What follows belongs to an exercise in optimizing a design on an open flow for small area; a production flow would make more cautious choices.
RTL that was checked went through simulation tests only; none was proved equivalent to the original.

== run A ==
// window_mult_pipe
module window_mult_pipe #(
  parameter int K   = 3,
  parameter int NI  = 8,
  parameter int NF  = 8,
  parameter int LAT = 2,
  parameter int CW  = 5
) (
  input  logic                            clk,
  input  logic                            rst_n,
  input  logic                            in_valid,
  output logic                            in_ready,
  input  logic                            sgn_i,
  input  logic [K*K*NI-1:0]               i_flat,
  input  logic [K*K*NF-1:0]               f_flat,
  input  logic [CW-1:0]                   row_in,
  input  logic [CW-1:0]                   col_in,
  input  logic                            done_in,
  output logic                            out_valid,
  input  logic                            out_ready,
  output logic [K*K*(NI+NF)-1:0]          d_flat,
  output logic [CW-1:0]                   row_out,
  output logic [CW-1:0]                   col_out,
  output logic                            done_out,
  output logic [NI+NF+$clog2(K*K)-1:0]    sum_o
);
  localparam int N  = K * K;
  localparam int W  = NI + NF;
  localparam int SW = W + $clog2(N);
  localparam int SB = 2 * CW + 1;
  logic w_en;
  assign w_en     = !out_valid || out_ready;
  assign in_ready = w_en;
  logic [2:0] r_vld;
  always_ff @(posedge clk or negedge rst_n) begin
    if (!rst_n)    r_vld <= '0;
    else if (w_en) r_vld <= {r_vld[1:0], in_valid};
  end
  assign out_valid = r_vld[2];
  logic [N*NI-1:0] r1_i;
  logic [N*NF-1:0] r1_f;
  logic            r1_s;
  logic [SB-1:0]   r1_sb, r2_sb, r3_sb;
  logic [N*W-1:0]  r2_d, r3_d;
  logic [N*W-1:0]  w_prod;
  for (genvar e = 0; e < N; e++) begin : g_lane
    wm_mul u_mul (.p(r1_i[e*NI +: NI]), .pn(~r1_i[e*NI +: NI]), .s(r1_s), .f(r1_f[e*NF +: NF]),
                  .fn(~r1_f[e*NF +: NF]), .y(w_prod[e*W +: W]));
  end
  always_ff @(posedge clk) begin
    if (w_en) begin
      r1_i  <= i_flat;
      r1_f  <= f_flat;
      r1_s  <= sgn_i;
      r1_sb <= {done_in, col_in, row_in};
      r2_d  <= w_prod;
      r2_sb <= r1_sb;
      r3_d  <= r2_d;
      r3_sb <= r2_sb;
    end
  end
  logic [SW-1:0] w_sum;
  wm_sum u_sum (.d(r3_d), .y(w_sum));
  assign d_flat   = r3_d;
  assign row_out  = r3_sb[CW-1:0];
  assign col_out  = r3_sb[2*CW-1:CW];
  ...
Size in the first run: about 2400 cells after synthesis.
clock: 6.5 ns
lec_check: 0
cap_margin: 20
core_margin: 2
core_utilization: 40
slew_margin: 20
synth_hierarchical: 1
standard.sh (not shown) runs the stock make flow with config.mk's settings and CLKGATE_MAP_FILE= SYNTH_SCRIPT=/design/flow/synth_recipe.tcl, a recipe that flattens the netlist after the stock synthesis.
==> flow/flow/run.sh <==
#!/bin/bash
# The standard layout, with the port buffers made of the smallest buffer and a clock tree
# without dummy loads. Each tool's output goes to orfs/logs; make's own output to flow_make.log.
set -euo pipefail
bash standard.sh \
  "BUFFER_PORTS_ARGS=-buffer_cell sky130_fd_sc_hd__buf_1" \
  "CTS_ARGS=-sink_clustering_enable -repair_clock_nets -dont_use_dummy_load" \
  finish > flow_make.log 2>&1
## Diff of input files: run B against run A
- CORE_UTILIZATION: 40 -> 60
- PLACE_DENSITY: unset -> 0.72
--- a/flow/flow/run.sh
+++ b/flow/flow/run.sh
@@ -6,3 +6,3 @@
   "BUFFER_PORTS_ARGS=-buffer_cell sky130_fd_sc_hd__buf_1" \
-  "CTS_ARGS=-sink_clustering_enable -repair_clock_nets -dont_use_dummy_load" \
+  "CTS_ARGS=-sink_clustering_enable -repair_clock_nets -dont_use_dummy_load -buf_list {sky130_fd_sc_hd__clkbuf_4 sky130_fd_sc_hd__clkbuf_8}" \
   finish > flow_make.log 2>&1
[summary]
- Run B finished end to end and its layout was clean on timing, DRC and antenna.
- Run B: routability-driven placement congestion ratio 1.6% above run A
- In run B, the sequential cell area share came out 0.75 points above the value in run A.
- Non-clock buffer count, run A and run B: higher on run A
- On share of cell area taken by multi-input logic gates: run B sits above run A.
- Going from run A to run B, synthesized area closely matched the old numbers, wire length decreased by about 8% relative to the old numbers, final critical-path required period increased by 54 ps relative to the old numbers, global-route wire length before repair decreased by 7.6 mm relative to the old numbers, clock network latency to the later pin of the worst-skew pair increased by 60 ps relative to the old numbers.
Relative to run B, the following input files were edited for run C:
- a change of CORE_UTILIZATION from 60 to 40
- an added GPL_TIMING_DRIVEN of 0
- a deleted PLACE_DENSITY that had been 0.72
--- a/flow/flow/run.sh
+++ b/flow/flow/run.sh
@@ -6,3 +6,3 @@
   "BUFFER_PORTS_ARGS=-buffer_cell sky130_fd_sc_hd__buf_1" \
-  "CTS_ARGS=-sink_clustering_enable -repair_clock_nets -dont_use_dummy_load -buf_list {sky130_fd_sc_hd__clkbuf_4 sky130_fd_sc_hd__clkbuf_8}" \
+  "CTS_ARGS=-sink_clustering_enable -repair_clock_nets -dont_use_dummy_load" \
   finish > flow_make.log 2>&1
Run C vs run B: portion of the clock cycle consumed by the worst path in the final layout down. Run C: overall routed net length higher than run B. Number of core rows | run C above run B. The non-filler instance count after layout in run C is 1.12 times that in run B.
The inputs of run D differ from those of run C as listed below.
- GPL_TIMING_DRIVEN removed (was 0)
--- a/flow/flow/run.sh
+++ b/flow/flow/run.sh
@@ -6,3 +6,3 @@
   "BUFFER_PORTS_ARGS=-buffer_cell sky130_fd_sc_hd__buf_1" \
-  "CTS_ARGS=-sink_clustering_enable -repair_clock_nets -dont_use_dummy_load" \
+  "CTS_ARGS=-sink_clustering_enable -repair_clock_nets -dont_use_dummy_load -buf_list {sky130_fd_sc_hd__clkbuf_4 sky130_fd_sc_hd__clkbuf_8}" \
   finish > flow_make.log 2>&1
Notes after the runs:
Relative to run C, worst setup slack has decreased by 6.0 ps in run D. On share of cell area taken by flip-flops and latches: run D sits above run C.
Function was not checked in any run of this note: the RTL went through the layout flow alone.

Another version of the RTL of window_mult_pipe (not shown whole).
Size: ~2,200 cells after synthesis, about 340 I/O pins, ~32,000 um2 of cells after synthesis.
export LEC_CHECK = 0
export CAP_MARGIN = 20
export CORE_MARGIN = 2
export CORE_UTILIZATION = 76
export PLACE_DENSITY = 0.86
export SLEW_MARGIN = 20
export SYNTH_HIERARCHICAL = 1
create_clock -name core_clock -period 6.5 [get_ports {clk}]
==> flow/flow/run.sh <==
#!/bin/bash
# The standard layout, with the port buffers made of the smallest buffer and a clock tree
# without dummy loads. Each tool's output goes to orfs/logs; make's own output to flow_make.log.
set -euo pipefail
bash standard.sh \
  "BUFFER_PORTS_ARGS=-buffer_cell sky130_fd_sc_hd__buf_1" \
  "CTS_ARGS=-sink_clustering_enable -repair_clock_nets -dont_use_dummy_load -sink_clustering_size 14 -sink_clustering_max_diameter 45 -buf_list {sky130_fd_sc_hd__clkbuf_4 sky130_fd_sc_hd__clkbuf_8}" \
  finish > flow_make.log 2>&1
==> next run, changes <==
--- a/flow/flow/run.sh
+++ b/flow/flow/run.sh
@@ -7 +7 @@
-  "CTS_ARGS=-sink_clustering_enable -repair_clock_nets -dont_use_dummy_load -sink_clustering_size 14 -sink_clustering_max_diameter 45 -buf_list {sky130_fd_sc_hd__clkbuf_4 sky130_fd_sc_hd__clkbuf_8}" \
+  "CTS_ARGS=-sink_clustering_enable -repair_clock_nets -dont_use_dummy_load -sink_clustering_size 30 -sink_clustering_max_diameter 50 -buf_list {sky130_fd_sc_hd__clkbuf_16}" \
Outcome:
- via count barely changes
- final cell count is lower by 0.37%
- final area is higher by 1.1%
==> next run, changes <==
--- a/flow/flow/run.sh
+++ b/flow/flow/run.sh
@@ -7 +7 @@
-  "CTS_ARGS=-sink_clustering_enable -repair_clock_nets -dont_use_dummy_load -sink_clustering_size 30 -sink_clustering_max_diameter 50 -buf_list {sky130_fd_sc_hd__clkbuf_16}" \
+  "CTS_ARGS=-sink_clustering_enable -repair_clock_nets -dont_use_dummy_load -sink_clustering_size 18 -sink_clustering_max_diameter 60 -buf_list {sky130_fd_sc_hd__clkbuf_8}" \
Outcome:
- synthesized area does not change
- worst hold slack degrades by 0.0068 ns
- wire length shrinks by 1.7%
- die area does not change
- maximum frequency shrinks by 1.1%
- global-route usage shrinks by 0.51 points
- via count shrinks by 0.99%
- setup slack degrades by 0.072 ns

window_mult_pipe, a different RTL version from the one above (not shown whole).
For scale: roughly 2300 cells after synthesis.
==> flow/config.mk <==
export PLATFORM = sky130hd
export DESIGN_NAME = window_mult_pipe
export DESIGN_NICKNAME = window_mult_pipe
export VERILOG_FILES = /design/flow/design.v
export SDC_FILE = /design/flow/constraint.sdc
export NUM_CORES = 4
export LEC_CHECK = 0
export ABC_CLOCK_PERIOD_IN_PS = 2000
export CAP_MARGIN = 20
export CORE_MARGIN = 2
export CORE_UTILIZATION = 76
export PLACE_DENSITY = 0.86
export SLEW_MARGIN = 20
export SYNTH_HIERARCHICAL = 1
==> flow/constraint.sdc <==
create_clock -name core_clock -period 6.5 [get_ports {clk}]
set_input_delay 1.3000 -clock core_clock [delete_from_list [all_inputs] [get_ports {clk}]]
set_output_delay 1.3000 -clock core_clock [all_outputs]
set_load 0.01 [all_outputs]
==> flow/flow/run.sh <==
#!/bin/bash
# The standard layout, with the port buffers made of the smallest buffer and a clock tree
# without dummy loads. Each tool's output goes to orfs/logs; make's own output to flow_make.log.
set -euo pipefail
bash standard.sh \
  "BUFFER_PORTS_ARGS=-buffer_cell sky130_fd_sc_hd__buf_1" \
  "CTS_ARGS=-sink_clustering_enable -repair_clock_nets -dont_use_dummy_load -sink_clustering_size 18 -sink_clustering_max_diameter 60 -buf_list {sky130_fd_sc_hd__clkbuf_8}" \
  finish > flow_make.log 2>&1
Next try:
- ABC_CLOCK_PERIOD_IN_PS: 2000 -> 3500
Setup slack does not change.
Clock-buffer cell count stays the same.
Via count stays the same.
Global-route usage does not change.
Next try:
- ABC_CLOCK_PERIOD_IN_PS: 3500 -> default
- CAP_MARGIN: 20 -> 0
- SLEW_MARGIN: 20 -> 0
What happened:
- clock skew stays the same
- setup slack does not change
- sequential cell count stays the same
- via count is unchanged
- worst hold slack stays the same
- critical path depth is unchanged
Next try:
- CAP_MARGIN: 0 -> 20
- SLEW_MARGIN: 0 -> 20
Cell area is unchanged.
Hold slack stays the same.
Global-route usage does not change.
Via count is unchanged.
Synthesized cell count does not change.
Non-clock buffer count is unchanged.
Setup slack does not change.

run 1:
Another version of the RTL of window_mult_pipe (not shown whole).
Size: ~340 I/O pins, roughly 35000 um^2 of cells after synthesis.
==> flow/config.mk <==
export PLATFORM = sky130hd
export DESIGN_NAME = window_mult_pipe
export DESIGN_NICKNAME = window_mult_pipe
export VERILOG_FILES = /design/flow/design.v
export SDC_FILE = /design/flow/constraint.sdc
export NUM_CORES = 4
export LEC_CHECK = 0
export CAP_MARGIN = 20
export CORE_MARGIN = 2
export CORE_UTILIZATION = 60
export PLACE_DENSITY = 0.72
export SLEW_MARGIN = 20
export SYNTH_HIERARCHICAL = 1
==> flow/constraint.sdc <==
create_clock -name core_clock -period 6.5 [get_ports {clk}]
set_input_delay 1.3000 -clock core_clock [delete_from_list [all_inputs] [get_ports {clk}]]
set_output_delay 1.3000 -clock core_clock [all_outputs]
set_load 0.01 [all_outputs]
Scripts as last shown in full above: flow/flow/run.sh
Run 1 finished every step from synthesis to the final layout, and the layout passed the timing, design-rule and antenna checks.
Setup changes, run 1 to run 2
-- flow/flow/run.sh --
<<< run 1, line 7
  "CTS_ARGS=-sink_clustering_enable -repair_clock_nets -dont_use_dummy_load -sink_clustering_size 18 -sink_clustering_max_diameter 60 -buf_list {sky130_fd_sc_hd__clkbuf_8}" \
>>> run 2, line 7
  "CTS_ARGS=-sink_clustering_enable -repair_clock_nets -dont_use_dummy_load -buf_list {sky130_fd_sc_hd__clkbuf_4 sky130_fd_sc_hd__clkbuf_8}" \
Notes after the runs:
Compare run 1 and run 2 | via count higher: run 2. Going from run 1 to run 2, clock buffer instance count of the final layout grows by 38. Taking run 1 as the reference point, the worst reg-to-reg setup slack of run 2 rises by 0.02 ns. Relative to run 1, routed wire length per instance has decreased by about 0.3% in run 2. Run 2 vs run 1, number of global-route vias before repair went up by 1.4%. The clock period minus worst slack reported for run 2 is smaller than that of run 1 by 0.024 ns. Against run 1, run 2 comes in 1 lower on initial antenna violation count. Compared with run 1, in run 2 global-route wire length before repair picked up an extra 1100 um; buffer count excluding the clock tree in the final layout picked up an extra 7.
Setup changes, run 2 to run 3
-- flow/flow/run.sh --
<<< run 2, line 7
  "CTS_ARGS=-sink_clustering_enable -repair_clock_nets -dont_use_dummy_load -buf_list {sky130_fd_sc_hd__clkbuf_4 sky130_fd_sc_hd__clkbuf_8}" \
>>> run 3, line 7
  "CTS_ARGS=-sink_clustering_enable -repair_clock_nets -dont_use_dummy_load -sink_clustering_size 30 -sink_clustering_max_diameter 80 -buf_list {sky130_fd_sc_hd__clkbuf_8 sky130_fd_sc_hd__clkbuf_16}" \
--- outcome ---
When run 3 is measured against run 2, its cell count turns out 1.6% lower.
From run 2 to run 3 the numbers moved as follows: iteration-0 DRC count of the detailed router did not really move; minimum clock period +0.0043 ns; remaining max-slew budget at the tightest pin went down; number of cells on the worst hold path stayed essentially flat.
Run 3: full flow OK, the timing, design-rule and antenna checks passed
As far as final-layout fill cell count is concerned, run 3 and run 2 perform about the same.
Uppermost layer routed: met5 -> run 2, met4 -> run 3
Diff run 2 -> run 3 | met3 track demand over resource | decrease of 1.6 points
No functional check of the RTL was part of any run of this note.

Another version of the RTL of window_mult_pipe (not shown whole).
Size: about 2400 cells after synthesis.
==> flow/config.mk <==
export PLATFORM = sky130hd
export DESIGN_NAME = window_mult_pipe
export DESIGN_NICKNAME = window_mult_pipe
export VERILOG_FILES = /design/flow/design.v
export SDC_FILE = /design/flow/constraint.sdc
export NUM_CORES = 4
export LEC_CHECK = 0
export CAP_MARGIN = 20
export CORE_MARGIN = 2
export CORE_UTILIZATION = 70
export PLACE_DENSITY = 0.8
export SLEW_MARGIN = 20
export SYNTH_HIERARCHICAL = 1
==> flow/constraint.sdc <==
create_clock -name core_clock -period 6.5 [get_ports {clk}]
set_input_delay 1.3000 -clock core_clock [delete_from_list [all_inputs] [get_ports {clk}]]
set_output_delay 1.3000 -clock core_clock [all_outputs]
set_load 0.01 [all_outputs]
==> flow/flow/run.sh <==
#!/bin/bash
# The standard layout, with the port buffers made of the smallest buffer and a clock tree
# without dummy loads. Each tool's output goes to orfs/logs; make's own output to flow_make.log.
set -euo pipefail
bash standard.sh \
  "BUFFER_PORTS_ARGS=-buffer_cell sky130_fd_sc_hd__buf_1" \
  "CTS_ARGS=-sink_clustering_enable -repair_clock_nets -dont_use_dummy_load -sink_clustering_size 18 -sink_clustering_max_diameter 60 -buf_list {sky130_fd_sc_hd__clkbuf_8}" \
  finish > flow_make.log 2>&1
==> next run, changes <==
CORE_UTILIZATION = 60   (was 70)
PLACE_DENSITY = 0.72   (was 0.8)
After rerunning: Non-clock buffer count climbs by 11. First-iteration DRC count came out lower by 24%. Cell area climbs by 0.95%. Global-route usage decreases by 4.2 points. Cell count went up by 5.0%. Via count falls by 1.5%. Synthesized cell count does not change. Die area goes up by 16%.

Another version of the RTL of window_mult_pipe (not shown whole).
Size in the first run: about 2,400 cells after synthesis, roughly 340 I/O pins, roughly 0.034 mm2 of cells after synthesis.
## window_mult_pipe
module window_mult_pipe #(
  parameter int K   = 3,
  parameter int NI  = 8,
  parameter int NF  = 8,
  parameter int LAT = 2,
  parameter int CW  = 5
) (
  input  logic                            clk,
  input  logic                            rst_n,
  input  logic                            in_valid,
  output logic                            in_ready,
  input  logic                            sgn_i,
  input  logic [K*K*NI-1:0]               i_flat,
  input  logic [K*K*NF-1:0]               f_flat,
  input  logic [CW-1:0]                   row_in,
  input  logic [CW-1:0]                   col_in,
  input  logic                            done_in,
  output logic                            out_valid,
  input  logic                            out_ready,
  output logic [K*K*(NI+NF)-1:0]          d_flat,
  output logic [CW-1:0]                   row_out,
  ...
export LEC_CHECK = 0
export CAP_MARGIN = 20
export CORE_MARGIN = 2
export CORE_UTILIZATION = 60
export PLACE_DENSITY = 0.72
export SLEW_MARGIN = 20
export SYNTH_HIERARCHICAL = 1
create_clock -name core_clock -period 6.5 [get_ports {clk}]
==> flow/flow/run.sh <==
#!/bin/bash
# The standard layout, with the port buffers made of the smallest buffer and a clock tree
# without dummy loads. Each tool's output goes to orfs/logs; make's own output to flow_make.log.
set -euo pipefail
bash standard.sh \
  "BUFFER_PORTS_ARGS=-buffer_cell sky130_fd_sc_hd__buf_1" \
  "CTS_ARGS=-sink_clustering_enable -repair_clock_nets -dont_use_dummy_load -sink_clustering_size 10 -sink_clustering_max_diameter 45 -buf_list {sky130_fd_sc_hd__clkbuf_4}" \
  finish > flow_make.log 2>&1
The starting point passed the timing, design-rule and antenna checks.
Rerun with:
==> flow/flow/run.sh (replaced) <==
#!/bin/bash
# The standard layout, with the port buffers made of the smallest buffer and a clock tree
# without dummy loads. Each tool's output goes to orfs/logs; make's own output to flow_make.log.
set -euo pipefail
bash standard.sh \
  "BUFFER_PORTS_ARGS=-buffer_cell sky130_fd_sc_hd__buf_1" \
  "CTS_ARGS=-sink_clustering_enable -repair_clock_nets -dont_use_dummy_load -sink_clustering_size 18 -sink_clustering_max_diameter 60 -buf_list {sky130_fd_sc_hd__clkbuf_8}" \
  finish > flow_make.log 2>&1
The changed run finished clean.
Via count goes down by about 1%.
Worst setup slack improved by 0.11 ns.
Cell count decreases by about 1.4%.
Cell area goes down by about 0.56%.
Die area stays the same.
No run of this note included a check of the RTL's function; only the layout flow was run.

-- static timing again, ports no longer ideal --
No port has a modelled driver above. Below, the same layouts with a new extraction and two added sets of constraints.
Step 1 assumes that a clkbuf_16 drives the clock port and a buf_2 every other input.
Step 2 moves the port delays by t, midway between the first and last clock arrival at a register: inputs arrive t later, outputs are due t later. That takes back most of the time a late clock gives input paths.
Slacks: no drivers / after step 1 / after step 2; pairs: no drivers / after step 1.
| run | shift t [ns] | setup WS [ns] | worst setup path at the end |
|---|---|---|---|
| run A | 0.657 | 0.102 / 0.041 / 0.173 | register to register |
| run B | 0.711 | 0.048 / -0.013 / 0.153 | register to register |
| run C | 0.692 | 0.064 / 0.004 / 0.064 | register to register |
| run D | 0.736 | 0.058 / -0.006 / 0.143 | register to register |
| the first run of note 2 | 0.686 | 0.115 / 0.062 / 0.443 | register to register |
| the second run of note 2 | 0.621 | 0.154 / 0.095 / 0.471 | register to register |
| the third run of note 2 | 0.666 | 0.082 / 0.032 / 0.464 | register to register |
| the first run of note 3 | 0.667 | 0.143 / 0.088 / 0.600 | register to register |
| the second run of note 3 | 0.667 | 0.143 / 0.088 / 0.600 | register to register |
| the third run of note 3 | 0.667 | 0.143 / 0.088 / 0.600 | register to register |
| the fourth run of note 3 | 0.667 | 0.143 / 0.088 / 0.600 | register to register |
| run 1 | 0.686 | 0.138 / 0.138 / 0.138 | register to register |
| run 2 | 0.710 | 0.162 / 0.162 / 0.162 | register to register |
| run 3 | 0.678 | 0.157 / 0.157 / 0.157 | register to register |
| the first run of note 5 | 0.680 | 0.117 / 0.061 / 0.667 | register to register |
| the second run of note 5 | 0.697 | 0.124 / 0.070 / 0.744 | register to register |
| the first run of note 6 | 0.852 | 0.034 / -0.022 / 0.448 | register to register |
| the second run of note 6 | 0.704 | 0.142 / 0.086 / 0.495 | register to register |
After both steps every run listed still meets setup and hold.
